What follows belongs to an exercise in optimizing a design on an open flow for small area; a production flow would make more cautious choices.
At most, simulation tests tie the RTL to the original design; equivalence was not proved.

==> 02-07 <==
==> flow/design.v (excerpt) <==
module dac_spi_rx #(
  parameter int SYNC_STAGES = 2,
  parameter int NBITS       = 24,
  parameter int NCH         = 16
) (
  input  logic        clk,
  input  logic        rst,
  input  logic        spi_sync,
  input  logic        spi_sclk,
  input  logic        spi_data,
  input  logic [3:0]  rd_addr,
  output logic [15:0] rd_data,
  output logic        rx_valid,
  output logic [3:0]  rx_comm,
  output logic [3:0]  rx_addr,
  output logic [15:0] rx_data,
  output logic        frame_err,
  output logic        busy
);
export LEC_CHECK = 0
export CAP_MARGIN = 20
export CORE_MARGIN = 2
export CORE_UTILIZATION = 40
export GPL_TIMING_DRIVEN = 0
export PLACE_DENSITY = 0.75
export SETUP_SLACK_MARGIN = -0.1
export SLEW_MARGIN = 20
export SYNTH_HIERARCHICAL = 1
export SYNTH_MINIMUM_KEEP_SIZE = 0
create_clock -name core_clock -period 5.0 [get_ports {clk}]
standard.sh (not shown) runs the stock make flow with config.mk's settings and CLKGATE_MAP_FILE= SYNTH_SCRIPT=/design/flow/synth_recipe.tcl, a recipe that flattens the netlist after the stock synthesis.
==> flow/flow/run.sh <==
#!/bin/bash
# Own layout flow: the standard synthesis, then the standard ORFS steps with:
#  - port buffers of a plain buffer cell (sky130_fd_sc_hd__buf_1) that the resizer may resize
#    freely (MATCH_CELL_FOOTPRINT=0), instead of a delay-buffer footprint,
#  - clock tree synthesis with small clock buffers and small sink clusters, and no dummy
#    balancing loads.
# Each tool's output goes to synth.log / layout.log in the work folder.
set -euo pipefail
cd "$(dirname "$0")/.."
bash standard.sh synth > synth.log 2>&1
bash standard.sh \
  "BUFFER_PORTS_ARGS=-buffer_cell sky130_fd_sc_hd__buf_1" \
  "CTS_ARGS=-sink_clustering_enable -repair_clock_nets -sink_clustering_size 10 -sink_clustering_max_diameter 30 -buf_list {sky130_fd_sc_hd__clkbuf_4} -dont_use_dummy_load" \
  "MATCH_CELL_FOOTPRINT=0" \
  finish > layout.log 2>&1
==> inputs of 01-21, as changes to 02-07 <==
--- a/flow/design.v
+++ b/flow/design.v
@@ -135,107 +135,98 @@
       rx_addr_q   <= rx_addr_d;
       rx_data_q   <= rx_data_d;
     end
   end
   always_ff @(posedge clk) sr_q <= sr_d;
   logic [NCH-1:0][15:0] in_r, out_r;      
-  logic [3:0]           plo_q, phi_q;     
+  logic [3:0]           ptr_q;            
   logic                 ready_q;          
   logic                 pend_q;           
   logic                 run_q;            
   logic                 act;              
   logic                 c_wr;             
   logic                 p_hit, p_upd;
   logic [15:0]          in_new, out_new;
   assign c_wr  = (rx_comm_q[1:0] != 2'd1);
-  logic p_first, p_last;    
-  assign p_first = plo_q[0] & phi_q[0];
-  assign p_last  = plo_q[3] & phi_q[3];
-  assign act   = pend_q & (run_q | p_first);
-  assign p_hit = plo_q[rx_addr_q[1:0]] & phi_q[rx_addr_q[3:2]];
+  assign act   = pend_q & (run_q | (ptr_q == 4'd0));
+  assign p_hit = (ptr_q == rx_addr_q);
   assign p_upd = (rx_comm_q[1:0] == 2'd2) | (rx_comm_q[0] & p_hit);
   assign in_new  = (~ready_q | (act & c_wr & p_hit)) ? rx_data_q : in_r[0];
   assign out_new = (~ready_q | (act & p_upd)) ? in_new : out_r[0];
   always_ff @(posedge clk) begin
     in_r  <= {in_new,  in_r[NCH-1:1]};
     out_r <= {out_new, out_r[NCH-1:1]};
   end
   always_ff @(posedge clk or negedge rst) begin
     if (!rst) begin
-      plo_q   <= 4'b0001;
-      phi_q   <= 4'b0001;
+      ptr_q   <= '0;
       ready_q <= 1'b0;
       pend_q  <= 1'b0;
       run_q   <= 1'b0;
     end else begin
-      plo_q <= {plo_q[2:0], plo_q[3]};
-      if (plo_q[3]) phi_q <= {phi_q[2:0], phi_q[3]};
-      if (p_last) ready_q <= 1'b1;
+      ptr_q <= ptr_q + 4'd1;
+      if (ptr_q == 4'd15) ready_q <= 1'b1;
       if (good) begin
         pend_q <= (sr_q[dac_spi_pkg::COMM_MSB -: 2] == 2'd0);
       end else if (act) begin
-        if (p_last) begin
+        if (ptr_q == 4'd15) begin
           pend_q <= 1'b0;
           run_q  <= 1'b0;
         end else begin
           run_q  <= 1'b1;
         end
       end
     end
   end
   logic [3:0] a_lo, a_hi;           
   logic [3:0] p_lo, p_hi0, p_hi1;   
   logic [3:0] p_gt;                 
   logic [3:0] p_hgt;                
-  logic [3:0] r_lo1, r_hi0, r_hi1;
-  logic [3:0] r_l0, r_l1;           
+  logic [3:0] r_lo1, r_hi0, r_hi1, r_hi1h;
   logic       r_borrow, r_done, r_lt_hi, r_eq_hi;
   always_comb begin
     for (int m = 0; m < 4; m++) begin
       a_lo[m]  = (rd_addr[1:0] == 2'(m));
       a_hi[m]  = (rd_addr[3:2] == 2'(m));
-      p_lo[m]  = plo_q[m];
-      p_hi0[m] = phi_q[m];
-      p_hi1[m] = phi_q[(m + 3) % 4];
-      p_gt[m]  = |(plo_q >> (m + 1));
-      p_hgt[m] = |(phi_q >> (m + 1));
+      p_lo[m]  = (ptr_q[1:0] == 2'(m));
+      p_hi0[m] = (ptr_q[3:2] == 2'(m));
+      p_hi1[m] = (ptr_q[3:2] + 2'd1 == 2'(m));
+      p_gt[m]  = (ptr_q[1:0] > 2'(m));
+      p_hgt[m] = (ptr_q[3:2] > 2'(m));
     end
     for (int j = 0; j < 4; j++) begin
       r_lo1[j] = 1'b0;
       r_hi0[j] = 1'b0;
       r_hi1[j] = 1'b0;
       for (int m = 0; m < 4; m++) begin
-        r_lo1[j] = r_lo1[j] | (a_lo[m] & p_lo[(m - j + 4) % 4]);
-        r_hi0[j] = r_hi0[j] | (a_hi[m] & p_hi0[(m - j + 4) % 4]);
-        r_hi1[j] = r_hi1[j] | (a_hi[m] & p_hi1[(m - j + 4) % 4]);
+        r_lo1[j] = r_lo1[j] | (a_lo[m] & p_lo[2'(m - j)]);
+        r_hi0[j] = r_hi0[j] | (a_hi[m] & p_hi0[2'(m - j)]);
+        r_hi1[j] = r_hi1[j] | (a_hi[m] & p_hi1[2'(m - j)]);
       end
     end
     r_borrow = 1'b0;
     r_lt_hi  = 1'b0;
     r_eq_hi  = 1'b0;
     for (int m = 0; m < 4; m++) begin
       r_borrow = r_borrow | (a_lo[m] & p_gt[m]);
       r_lt_hi  = r_lt_hi  | (a_hi[m] & p_hgt[m]);
       r_eq_hi  = r_eq_hi  | (a_hi[m] & p_hi0[m]);
     end
-    for (int j = 0; j < 4; j++) begin
-      r_l1[j] = r_lo1[j] & p_gt[3 - j];
-      r_l0[j] = r_lo1[j] & ~p_gt[3 - j];
-    end
+    r_hi1h = r_borrow ? r_hi1 : r_hi0;
     r_done = r_lt_hi | (r_eq_hi & r_borrow);
   end
   logic r_hit, r_upd, r_new, use_rx, use_in, use_out;
   assign r_hit = (rd_addr == rx_addr_q);
   assign r_upd = (rx_comm_q[1:0] == 2'd2) | (rx_comm_q[0] & r_hit);
   assign r_new = pend_q & ~(run_q & r_done) & r_upd;
   assign use_rx  = ~ready_q | (r_new & c_wr & r_hit);
   assign use_in  = ~use_rx & r_new;
   assign use_out = ~use_rx & ~r_new;
   logic [NCH-1:0] r_oh;
   always_comb begin
-    for (int k = 0; k < NCH; k++) r_oh[k] = (r_l1[k % 4] & r_hi1[k / 4]) | (r_l0[k % 4] & r_hi0[k / 4]);
+    for (int k = 0; k < NCH; k++) r_oh[k] = r_hi1h[k / 4] & r_lo1[k % 4];
   end
   for (genvar b = 0; b < 16; b++) begin : g_rd
     logic [5:0] yo, yi;
     logic       po, pi;
     for (genvar j = 0; j < 5; j++) begin : g_j
       dac_spi_aoi222 u_o (.a0(out_r[3*j][b]), .b0(r_oh[3*j]), .a1(out_r[3*j+1][b]), .b1(r_oh[3*j+1]),
@@ -244,13 +235,16 @@
                           .a2(in_r[3*j+2][b]), .b2(r_oh[3*j+2]), .y(yi[j]));
     end
     assign yo[5] = ~(out_r[15][b] & r_oh[15]);
     assign yi[5] = ~(in_r[15][b] & r_oh[15]);
     assign po = ~&yo;
     assign pi = ~&yi;
-    assign rd_data[b] = (po & use_out) | (pi & use_in) | (rx_data_q[b] & use_rx);
+    logic yf;
+    dac_spi_aoi222 u_f (.a0(po), .b0(use_out), .a1(pi), .b1(use_in),
+                        .a2(rx_data_q[b]), .b2(use_rx), .y(yf));
+    assign rd_data[b] = ~yf;
   end
   assign rx_valid  = rx_valid_q;
   assign frame_err = frame_err_q;
   assign rx_comm   = rx_comm_q;
   assign rx_addr   = rx_addr_q;
   assign rx_data   = rx_data_q;
CORE_UTILIZATION = 60   (was 40)
PLACE_DENSITY = unset   (was 0.75)
SETUP_SLACK_MARGIN = unset   (was -0.1)
==> inputs of 11-04, as changes to 02-07 <==
--- a/flow/design.v
+++ b/flow/design.v
@@ -135,130 +135,97 @@
       rx_addr_q   <= rx_addr_d;
       rx_data_q   <= rx_data_d;
     end
   end
   always_ff @(posedge clk) sr_q <= sr_d;
   logic [NCH-1:0][15:0] in_r, out_r;      
-  logic [3:0]           plo_q, phi_q;     
+  logic [3:0]           ptr_q;            
   logic                 ready_q;          
   logic                 pend_q;           
   logic                 run_q;            
   logic                 act;              
   logic                 c_wr;             
   logic                 p_hit, p_upd;
   logic [15:0]          in_new, out_new;
   assign c_wr  = (rx_comm_q[1:0] != 2'd1);
-  logic p_first, p_last;    
-  assign p_first = plo_q[0] & phi_q[0];
-  assign p_last  = plo_q[3] & phi_q[3];
-  assign act   = pend_q & (run_q | p_first);
-  assign p_hit = plo_q[rx_addr_q[1:0]] & phi_q[rx_addr_q[3:2]];
+  assign act   = pend_q & (run_q | (ptr_q == 4'd0));
+  assign p_hit = (ptr_q == rx_addr_q);
   assign p_upd = (rx_comm_q[1:0] == 2'd2) | (rx_comm_q[0] & p_hit);
   assign in_new  = (~ready_q | (act & c_wr & p_hit)) ? rx_data_q : in_r[0];
   assign out_new = (~ready_q | (act & p_upd)) ? in_new : out_r[0];
   always_ff @(posedge clk) begin
     in_r  <= {in_new,  in_r[NCH-1:1]};
     out_r <= {out_new, out_r[NCH-1:1]};
   end
   always_ff @(posedge clk or negedge rst) begin
     if (!rst) begin
-      plo_q   <= 4'b0001;
-      phi_q   <= 4'b0001;
+      ptr_q   <= '0;
       ready_q <= 1'b0;
       pend_q  <= 1'b0;
       run_q   <= 1'b0;
     end else begin
-      plo_q <= {plo_q[2:0], plo_q[3]};
-      if (plo_q[3]) phi_q <= {phi_q[2:0], phi_q[3]};
-      if (p_last) ready_q <= 1'b1;
+      ptr_q <= ptr_q + 4'd1;
+      if (ptr_q == 4'd15) ready_q <= 1'b1;
       if (good) begin
         pend_q <= (sr_q[dac_spi_pkg::COMM_MSB -: 2] == 2'd0);
       end else if (act) begin
-        if (p_last) begin
+        if (ptr_q == 4'd15) begin
           pend_q <= 1'b0;
           run_q  <= 1'b0;
         end else begin
           run_q  <= 1'b1;
         end
       end
     end
   end
-  logic [3:0] a_lo, a_hi;           
-  logic [3:0] p_lo, p_hi0, p_hi1;   
-  logic [3:0] p_gt;                 
-  logic [3:0] p_hgt;                
-  logic [3:0] r_lo1, r_hi0, r_hi1;
-  logic [3:0] r_l0, r_l1;           
-  logic       r_borrow, r_done, r_lt_hi, r_eq_hi;
-  always_comb begin
-    for (int m = 0; m < 4; m++) begin
-      a_lo[m]  = (rd_addr[1:0] == 2'(m));
-      a_hi[m]  = (rd_addr[3:2] == 2'(m));
-      p_lo[m]  = plo_q[m];
-      p_hi0[m] = phi_q[m];
-      p_hi1[m] = phi_q[(m + 3) % 4];
-      p_gt[m]  = |(plo_q >> (m + 1));
-      p_hgt[m] = |(phi_q >> (m + 1));
-    end
-    for (int j = 0; j < 4; j++) begin
-      r_lo1[j] = 1'b0;
-      r_hi0[j] = 1'b0;
-      r_hi1[j] = 1'b0;
-      for (int m = 0; m < 4; m++) begin
-        r_lo1[j] = r_lo1[j] | (a_lo[m] & p_lo[(m - j + 4) % 4]);
-        r_hi0[j] = r_hi0[j] | (a_hi[m] & p_hi0[(m - j + 4) % 4]);
-        r_hi1[j] = r_hi1[j] | (a_hi[m] & p_hi1[(m - j + 4) % 4]);
-      end
-    end
-    r_borrow = 1'b0;
-    r_lt_hi  = 1'b0;
-    r_eq_hi  = 1'b0;
-    for (int m = 0; m < 4; m++) begin
-      r_borrow = r_borrow | (a_lo[m] & p_gt[m]);
-      r_lt_hi  = r_lt_hi  | (a_hi[m] & p_hgt[m]);
-      r_eq_hi  = r_eq_hi  | (a_hi[m] & p_hi0[m]);
-    end
-    for (int j = 0; j < 4; j++) begin
-      r_l1[j] = r_lo1[j] & p_gt[3 - j];
-      r_l0[j] = r_lo1[j] & ~p_gt[3 - j];
-    end
-    r_done = r_lt_hi | (r_eq_hi & r_borrow);
-  end
-  logic r_hit, r_upd, r_new, use_rx, use_in, use_out;
+  logic [3:0]  nq;       
+  logic [1:0]  r_lo, r_hi;
+  logic        r_c2, r_done;
+  logic        r_hit, r_upd, r_new, use_rx, use_in;
+  logic [3:0][15:0] r_out4, r_in4;
+  logic [15:0] r_out, r_in;
+  logic [3:0]  h0, h1;   
+  assign nq = 4'd0 - ptr_q;
+  assign r_lo[0] = rd_addr[0] ? ~nq[0] : nq[0];
+  assign r_lo[1] = rd_addr[1] ? ~(rd_addr[0] ? (nq[1] ^ nq[0]) : nq[1])
+                              :  (rd_addr[0] ? (nq[1] ^ nq[0]) : nq[1]);
+  assign r_c2 = rd_addr[1] ? (nq[1] | (rd_addr[0] & nq[0])) : (nq[1] & rd_addr[0] & nq[0]);
+  assign h0 = {2'b00, nq[3:2]};
+  assign h1 = {2'b00, nq[3:2] + 2'd1};
+  always_comb begin
+    logic [1:0] e;
+    e = r_c2 ? h1[1:0] : h0[1:0];
+    r_hi[0] = rd_addr[2] ? ~e[0] : e[0];
+    r_hi[1] = rd_addr[3] ? ~(rd_addr[2] ? (e[1] ^ e[0]) : e[1])
+                         :  (rd_addr[2] ? (e[1] ^ e[0]) : e[1]);
+  end
+  always_comb begin
+    logic lt1, lt2;
+    lt1    = rd_addr[1] ? (ptr_q[1] & ~rd_addr[0] & ptr_q[0]) : (ptr_q[1] | (~rd_addr[0] & ptr_q[0]));
+    lt2    = rd_addr[2] ? (ptr_q[2] & lt1) : (ptr_q[2] | lt1);
+    r_done = rd_addr[3] ? (ptr_q[3] & lt2) : (ptr_q[3] | lt2);
+  end
+  always_comb begin
+    for (int g = 0; g < 4; g++) begin
+      r_out4[g] = out_r[4*g + r_lo];
+      r_in4[g]  = in_r[4*g + r_lo];
+    end
+  end
+  assign r_out = r_out4[r_hi];
+  assign r_in  = r_in4[r_hi];
   assign r_hit = (rd_addr == rx_addr_q);
   assign r_upd = (rx_comm_q[1:0] == 2'd2) | (rx_comm_q[0] & r_hit);
   assign r_new = pend_q & ~(run_q & r_done) & r_upd;
-  assign use_rx  = ~ready_q | (r_new & c_wr & r_hit);
-  assign use_in  = ~use_rx & r_new;
-  assign use_out = ~use_rx & ~r_new;
-  logic [NCH-1:0] r_oh;
-  always_comb begin
-    for (int k = 0; k < NCH; k++) r_oh[k] = (r_l1[k % 4] & r_hi1[k / 4]) | (r_l0[k % 4] & r_hi0[k / 4]);
-  end
-  for (genvar b = 0; b < 16; b++) begin : g_rd
-    logic [5:0] yo, yi;
-    logic       po, pi;
-    for (genvar j = 0; j < 5; j++) begin : g_j
-      dac_spi_aoi222 u_o (.a0(out_r[3*j][b]), .b0(r_oh[3*j]), .a1(out_r[3*j+1][b]), .b1(r_oh[3*j+1]),
-                          .a2(out_r[3*j+2][b]), .b2(r_oh[3*j+2]), .y(yo[j]));
-      dac_spi_aoi222 u_i (.a0(in_r[3*j][b]), .b0(r_oh[3*j]), .a1(in_r[3*j+1][b]), .b1(r_oh[3*j+1]),
-                          .a2(in_r[3*j+2][b]), .b2(r_oh[3*j+2]), .y(yi[j]));
-    end
-    assign yo[5] = ~(out_r[15][b] & r_oh[15]);
-    assign yi[5] = ~(in_r[15][b] & r_oh[15]);
-    assign po = ~&yo;
-    assign pi = ~&yi;
-    assign rd_data[b] = (po & use_out) | (pi & use_in) | (rx_data_q[b] & use_rx);
+  assign use_rx = ~ready_q | (r_new & c_wr & r_hit);
+  assign use_in = r_new;
+  always_comb begin
+    if (use_rx)      rd_data = rx_data_q;
+    else if (use_in) rd_data = r_in;
+    else             rd_data = r_out;
   end
   assign rx_valid  = rx_valid_q;
   assign frame_err = frame_err_q;
   assign rx_comm   = rx_comm_q;
   assign rx_addr   = rx_addr_q;
   assign rx_data   = rx_data_q;
   assign busy      = (state_q == dac_spi_pkg::ST_SHIFT);
 endmodule
-module dac_spi_aoi222 (
-  input  logic a0, b0, a1, b1, a2, b2,
-  output logic y
-);
-  assign y = ~((a0 & b0) | (a1 & b1) | (a2 & b2));
-endmodule
==> flow/run.sh (new file) <==
#!/bin/bash
# synth_recipe.tcl (not shown) runs the flow's synth.tcl, then flattens the netlist and writes it again
# the make line also repeats each setting of config.mk as NAME=value (left out here)
make -C /OpenROAD-flow-scripts/flow DESIGN_CONFIG=/design/flow/config.mk WORK_HOME=/design/flow/orfs CLKGATE_MAP_FILE= SYNTH_SCRIPT=/design/flow/synth_recipe.tcl finish
CORE_UTILIZATION = 70   (was 40)
CTS_BUF_LIST = sky130_fd_sc_hd__clkbuf_16   (was unset)
CTS_CLUSTER_DIAMETER = 60   (was unset)
CTS_CLUSTER_SIZE = 50   (was unset)
PLACE_DENSITY = 0.8   (was 0.75)
SETUP_SLACK_MARGIN = unset   (was -0.1)
SYNTH_HIERARCHICAL = unset   (was 1)
SYNTH_MINIMUM_KEEP_SIZE = unset   (was 0)
removed: flow/flow/run.sh
removed: flow/standard.sh
==> key figures <==
Timing
  • Tightest Pin Transition: 1070 ps
  • Final setup margin: 86.9 ps

Floorplan
  • Tapcells: 330

Setup path
  • CP startpoint: rd_addr[0]
  • Critical-path cell list: clkbuf_4, inv_1, ha_1, nor3b_2, a2111oi_4, o211a_1, buf_12, buf_12, buf_4, mux4_2, a22o_1, a211oi_2, a211oi_2, clkdlybuf4s15_1

GRT
  • Grt met1 use: 44.7%

Place
  • Pre-CTS setup slack: -1520 ps

Outcome
  • Status: timing/DRC/antenna clean

Final layout
  • CLK BUF: 37
The numbers above come from 11-04.

==> key figures <==
Timing
  • Final setup margin: 68.0 ps
  • Final Critical Period: 4930 ps
  • Tightest Pin Transition: 1100 ps

Place
  • Pre-CTS setup slack: -469 ps

Outcome
  • Status: timing/DRC/antenna clean

Setup path
  • Critical-path cell list: buf_1, clkbuf_4, mux2_2, o21ai_4, clkbuf_2, nor2_4, buf_16, a222oi_1, and3_1, nand3_1, a21oi_1, o22ai_2, a21o_1, buf_1
  • CP startpoint: rd_addr[1]
  • CP endpoint kind: output port

Final layout
  • CLK BUF: 88

GRT
  • Grt met1 use: 24.8%
  • First-pass GRT wire length: 60.6 mm

Floorplan
  • Tapcells: 532
The numbers above come from 02-07.

==> key figures <==
Outcome
  • Status: finished with violations
  • SO Faults: setup timing

GRT
  • Grt met1 use: 38.4%

Setup path
  • CP startpoint: ptr_q[0]$_DFF_PN0_
  • Critical-path cell list: inv_2, ha_4, nor2b_4, o31ai_4, buf_4, mux2_4, nor2_4, buf_4, nor2_4, buf_12, a222oi_1, nand2_1, a211o_1, a222oi_1, inv_1, buf_2

Floorplan
  • Tapcells: 341
  • Die width: 169 um

Final layout
  • CLK BUF: 95

Timing
  • # setup viols final: 16
  • Tightest Pin Transition: 968 ps
  • Final setup margin: -271 ps

Place
  • Pre-CTS setup slack: -837 ps
The numbers above come from 01-21.

For 01-21, only the layout was checked, not whether the RTL still works.

==> afterwards: timing with drivers on the ports <==
In the flow no input, the clock included, has a driving cell. The finished layouts below were timed again as built, in two steps.
Step 1, drivers: a clkbuf_16 drives clk and a buf_2 each remaining input, both assumed.
Step 2 times the ports against the registers' clock, not the clock port: input delays grow and output delays shrink by t, the midpoint of the rising clock arrivals with the driver on.
Three values: ideal, step 1, step 2; two values: the first two.
run	t (ns)	slack for setup (ns)	worst setup path at the end	clock arrival spread, ns	worst register clock-pin slew, ns
02-07	0.756	0.068 / 0.038 / 0.038	input to output	0.158 / 0.158	0.11 / 0.11
01-21	0.744	-0.271 / -0.318 / -0.281	input to output	0.105 / 0.105	0.11 / 0.11
11-04	0.587	0.087 / 0.045 / 0.061	input to output	0.035 / 0.035	0.11 / 0.11
The setup slack of 02-07, which loses most, moves by -0.030 ns with the drivers and by -0.030 ns with both steps.
